From an optimization exercise on the open Yosys and OpenROAD flow, aimed at small area; shortcuts taken in it are not production practice. Only simulation tests tie the RTL to the original design; equivalence was not proved. No activity file was given, so power comes from the tool's default toggle rates. The clock port is modelled as an ideal driver; clocking choices that lean on that would not hold on a real chip.

Design fetch_stage, start of the top module:
module fetch_stage (
    input  logic             clk,
    input  logic             rst,
    input  logic             redirect_valid,
    input  fetch_pkg::addr_t redirect_pc,
    output logic             icache_req_valid,
    output fetch_pkg::addr_t icache_req_addr,
    input  logic             icache_req_ready,
    input  logic             icache_resp_valid,
    input  fetch_pkg::addr_t icache_resp_data,
    output logic             inst_valid,
    output fetch_pkg::addr_t inst,
    output fetch_pkg::addr_t inst_pc,
    output logic             inst_pred_taken,
    output fetch_pkg::addr_t inst_pred_target,
    input  logic             inst_ready,
    input  logic             btb_update_valid,
    input  fetch_pkg::addr_t btb_update_pc,
    input  fetch_pkg::addr_t btb_update_target
);
    localparam int NB = 32;           
    localparam int BW = 60;           
    localparam int NR = 8;            
    localparam logic [2:0] S_REQ  = 3'd0;    
    localparam logic [2:0] S_WAIT = 3'd1;    
    localparam logic [2:0] S_PRED = 3'd2;    
    localparam logic [2:0] S_RASW = 3'd3;    
    localparam logic [2:0] S_RASR = 3'd4;    
    localparam logic [2:0] S_ADDR = 3'd5;    
    localparam logic [2:0] S_ADDT = 3'd6;    
    localparam logic [2:0] S_SHOW = 3'd7;    
    logic [2:0]    state;
    logic [31:0]   pc;
    logic [31:0]   word;
    logic [31:0]   target;
    logic          taken_q;
    logic [4:0]    ph;
    logic [2:0]    top;
    logic [3:0]    count;
    logic          started;
    logic          carry;
    logic [NB*BW-1:0] btb;
    logic [NR*32-1:0] ras;
    assign icache_req_valid = (state == S_REQ);
    assign icache_req_addr  = {pc[31:2], 2'b00};
    assign inst_valid       = (state == S_SHOW);
    assign inst             = word;
    assign inst_pc          = pc;
    assign inst_pred_taken  = taken_q;
    assign inst_pred_target = target;
    logic       is_branch, is_jal, is_jalr, is_jump;
    logic [4:0] rd, rs1;
  ...
==> flow/config.mk <==
export PLATFORM = sky130hd
export DESIGN_NAME = fetch_stage
export DESIGN_NICKNAME = fetch_stage
export VERILOG_FILES = /design/flow/design.v
export SDC_FILE = /design/flow/constraint.sdc
export NUM_CORES = 4
export LEC_CHECK = 0
export ABC_AREA = 1
export CAP_MARGIN = 20
export CORE_MARGIN = 2
export CORE_UTILIZATION = 72
export CTS_CLUSTER_DIAMETER = 100
export CTS_CLUSTER_SIZE = 30
export SLEW_MARGIN = 20
==> flow/constraint.sdc <==
create_clock -name core_clock -period 6.0 [get_ports {clk}]
set_input_delay 1.2000 -clock core_clock [delete_from_list [all_inputs] [get_ports {clk}]]
set_output_delay 1.2000 -clock core_clock [all_outputs]
set_load 0.01 [all_outputs]
standard.sh (not shown) runs the stock make flow with config.mk's settings and CLKGATE_MAP_FILE= SYNTH_SCRIPT=/design/flow/synth_recipe.tcl, a recipe that flattens the netlist after the stock synthesis.
==> flow/flow/run.sh <==
#!/bin/bash
# Standard layout with buf_1 port buffers and a clock tree without dummy loads.
# Each tool's output goes to a log of its own in this folder.
set -euo pipefail
bash standard.sh \
  BUFFER_PORTS_ARGS="-buffer_cell sky130_fd_sc_hd__buf_1" \
  CTS_ARGS="-sink_clustering_enable -repair_clock_nets -dont_use_dummy_load -sink_clustering_size 34 -sink_clustering_max_diameter 100" \
  finish > standard_make.log 2>&1
Edit:
==> flow/flow/run.sh (replaced) <==
#!/bin/bash
# Standard layout with buf_1 port buffers and a clock tree without dummy loads.
# Each tool's output goes to a log of its own in this folder.
set -euo pipefail
bash standard.sh \
  BUFFER_PORTS_ARGS="-buffer_cell sky130_fd_sc_hd__buf_1" \
  CTS_ARGS="-sink_clustering_enable -repair_clock_nets -dont_use_dummy_load -sink_clustering_size 34 -sink_clustering_max_diameter 60" \
  finish > standard_make.log 2>&1
Critical path depth shrinks by 1. Via count rose by 0.41%. Global-route usage is higher by 0.23 points. Sequential share of layout area falls by 0.93 points. Design area climbs by 1.4%. Combinational power hardly moves. Sequential cell count stays the same. First-iteration DRC count rose by 2.0%. Core utilization grows by 1.1 points. Die area does not change. Setup slack gains 9.9 ps.
Edit:
==> flow/flow/run.sh (replaced) <==
#!/bin/bash
# Standard layout with buf_1 port buffers and a clock tree without dummy loads.
# Each tool's output goes to a log of its own in this folder.
set -euo pipefail
bash standard.sh \
  BUFFER_PORTS_ARGS="-buffer_cell sky130_fd_sc_hd__buf_1" \
  CTS_ARGS="-sink_clustering_enable -repair_clock_nets -dont_use_dummy_load -sink_clustering_size 32 -sink_clustering_max_diameter 100" \
  finish > standard_make.log 2>&1
=> The changed run went through all stages and came out clean; setup slack is worse by 93 ps; sequential power is about the same; synthesized cell count is unchanged; design area is lower slightly; total power falls by a few percent; hold slack gains 49 ps; flip-flop and latch count is unchanged.
Edit:
==> flow/flow/run.sh (replaced) <==
#!/bin/bash
# Standard layout with buf_1 port buffers and a clock tree without dummy loads.
# Each tool's output goes to a log of its own in this folder.
set -euo pipefail
bash standard.sh \
  BUFFER_PORTS_ARGS="-buffer_cell sky130_fd_sc_hd__buf_1" \
  CTS_ARGS="-sink_clustering_enable -repair_clock_nets -dont_use_dummy_load -sink_clustering_size 30 -sink_clustering_max_diameter 100" \
  finish > standard_make.log 2>&1
After rerunning:
- clock power is higher by about 3%
- clock-buffer cell count climbs by 5
- clock skew grows by 10 ps
- fmax climbs by 2.0%
- power rises by 0.52%
- global-route usage barely changes
- sequential cell count does not change
Edit:
Settings changed: CORE_UTILIZATION 72 to 82.
Outcome:
- via count came out higher by 1.1%
- setup slack gains 200 ps
- clock power hardly moves
- hold slack hardly moves
- final cell count went down by 2.1%
- power increases by 0.99%
- synthesized area stays the same
- global-route usage goes up by 4.1 points
- sequential share of layout area went up by 0.15 points

Setup of north:
fetch_stage, a different RTL version from the one above (not shown whole).
Size in the first run: about 6700 cells after synthesis, about 2300 flip-flops, ~70000 µm² of cells after synthesis.
clock: 6.0 ns
lec_check: 0
cap_margin: 20
core_margin: 2
core_utilization: 60
cts_cluster_diameter: 100
cts_cluster_size: 30
slew_margin: 20
run.sh (not shown) runs the stock make flow with config.mk's settings and CLKGATE_MAP_FILE= SYNTH_SCRIPT=/design/flow/synth_recipe.tcl, a recipe that flattens the netlist after the stock synthesis.
Stock flow here: none of the scripts above is used.
[inputs] south vs north
# north
export LEC_CHECK = 0
export CAP_MARGIN = 20
export CORE_MARGIN = 2
export CORE_UTILIZATION = 60
export CTS_CLUSTER_DIAMETER = 100
export CTS_CLUSTER_SIZE = 30
export SLEW_MARGIN = 20
create_clock -name core_clock -period 6.0 [get_ports {clk}]
# south
export LEC_CHECK = 0
export ABC_AREA = 1
export CAP_MARGIN = 20
export CORE_MARGIN = 2
export CORE_UTILIZATION = 60
export CTS_CLUSTER_DIAMETER = 100
export CTS_CLUSTER_SIZE = 30
export GPL_TIMING_DRIVEN = 0
export SLEW_MARGIN = 20
create_clock -name core_clock -period 6.0 [get_ports {clk}]
==> flow/flow/run.sh (new file) <==
#!/bin/bash
# Standard layout with buf_1 port buffers and a clock tree without dummy loads.
# Each tool's output goes to a log of its own in this folder.
set -euo pipefail
bash standard.sh \
  BUFFER_PORTS_ARGS="-buffer_cell sky130_fd_sc_hd__buf_1" \
  CTS_ARGS="-sink_clustering_enable -repair_clock_nets -dont_use_dummy_load -sink_clustering_size 30 -sink_clustering_max_diameter 100" \
  finish > standard_make.log 2>&1
==> flow/standard.sh (new file) <==
#!/bin/bash
# synth_recipe.tcl (not shown) runs the flow's synth.tcl, then flattens the netlist and writes it again
# the make line also repeats each setting of config.mk as NAME=value (left out here)
make -C /OpenROAD-flow-scripts/flow DESIGN_CONFIG=/design/flow/config.mk WORK_HOME=/design/flow/orfs CLKGATE_MAP_FILE= SYNTH_SCRIPT=/design/flow/synth_recipe.tcl "${@:-finish}"
removed: flow/run.sh
Changes observed in south relative to north: overall routing resource usage shows an increase of 6.0 points, fmax shows a reduction of about 3%, final cell count shows a reduction of about 1.1%, largest driver fanout on the critical path shows a reduction of 7, placement row count shows a reduction of 0.81%.
Of south and north, it is south that has the higher non-clock inverter count in the final layout.
After detailed routing, north needs less wire than south.
Changes in east relative to south:
# south
export LEC_CHECK = 0
export ABC_AREA = 1
export CAP_MARGIN = 20
export CORE_MARGIN = 2
export CORE_UTILIZATION = 60
export CTS_CLUSTER_DIAMETER = 100
export CTS_CLUSTER_SIZE = 30
export GPL_TIMING_DRIVEN = 0
export SLEW_MARGIN = 20
create_clock -name core_clock -period 6.0 [get_ports {clk}]
# east
export LEC_CHECK = 0
export ABC_AREA = 1
export CAP_MARGIN = 20
export CORE_MARGIN = 2
export CORE_UTILIZATION = 72
export CTS_CLUSTER_DIAMETER = 100
export CTS_CLUSTER_SIZE = 30
export SLEW_MARGIN = 20
create_clock -name core_clock -period 6.0 [get_ports {clk}]
[summary]
- east against south: fraction of layout cells with a size suffix above 1 went down 1.5 points, final total power now sits lower.
- Vias: east fewer than south
- Clock network power share across east and south: no real change.
[inputs] west vs east
# east
export LEC_CHECK = 0
export ABC_AREA = 1
export CAP_MARGIN = 20
export CORE_MARGIN = 2
export CORE_UTILIZATION = 72
export CTS_CLUSTER_DIAMETER = 100
export CTS_CLUSTER_SIZE = 30
export SLEW_MARGIN = 20
create_clock -name core_clock -period 6.0 [get_ports {clk}]
# west
export LEC_CHECK = 0
export ABC_AREA = 1
export CAP_MARGIN = 5
export CORE_MARGIN = 2
export CORE_UTILIZATION = 72
export CTS_CLUSTER_DIAMETER = 100
export CTS_CLUSTER_SIZE = 30
export SLEW_MARGIN = 5
create_clock -name core_clock -period 6.0 [get_ports {clk}]
Results
west improves on east in post-layout worst setup margin. There was hardly any difference in overall power of the completed layout between east and west. Re fraction of registers with async set or reset after synthesis: no difference whatsoever between west and east. As far as post-detailed-routing wire length is concerned, east and west perform about the same. Comparing east against west, there is no change at all in global-route wire length before repair. ~same design area in west and east. Non-clock buffer count essentially unchanged between west and east.

afterwards: timing with drivers on the ports:
No port has a modelled driver above. Below, the same layouts with a new extraction and two added sets of constraints. Step 1 assumes that a clkbuf_16 drives the clock port and a buf_2 every other input. Step 2 times the ports against the registers' clock, not the clock port: input delays grow and output delays shrink by t, the midpoint of the rising clock arrivals with the driver on. a / b / c = ideal ports / drivers / drivers and shift; a / b = the first two.
run	shift t [ns]	setup slack, ns	worst setup path after step 2	worst slew at a driven data input, ns	cell pins on the clock port's net
the first run of note 1	0.750	1.440 / 1.440 / 0.997	input to register	0.21	1
the second run of note 1	0.789	1.450 / 1.450 / 0.961	input to register	0.20	1
the third run of note 1	0.773	1.357 / 1.357 / 0.966	input to register	0.22	1
the fourth run of note 1	0.768	1.449 / 1.449 / 0.933	input to register	0.19	1
the fifth run of note 1	0.762	1.645 / 1.645 / 0.969	input to register	0.13	1
north	0.784	1.401 / 1.401 / 0.872	input to register	0.09	1
south	0.782	1.263 / 1.263 / 1.097	input to register	0.11	1
east	0.768	1.283 / 1.283 / 1.253	input to register	0.16	1
west	0.771	1.292 / 1.292 / 1.246	input to register	0.15	1
After both steps setup and hold are still met in every run listed. For the fifth run of note 1, which loses most, drivers alone change the setup slack by 0.000 ns; drivers and shift together by -0.676 ns.
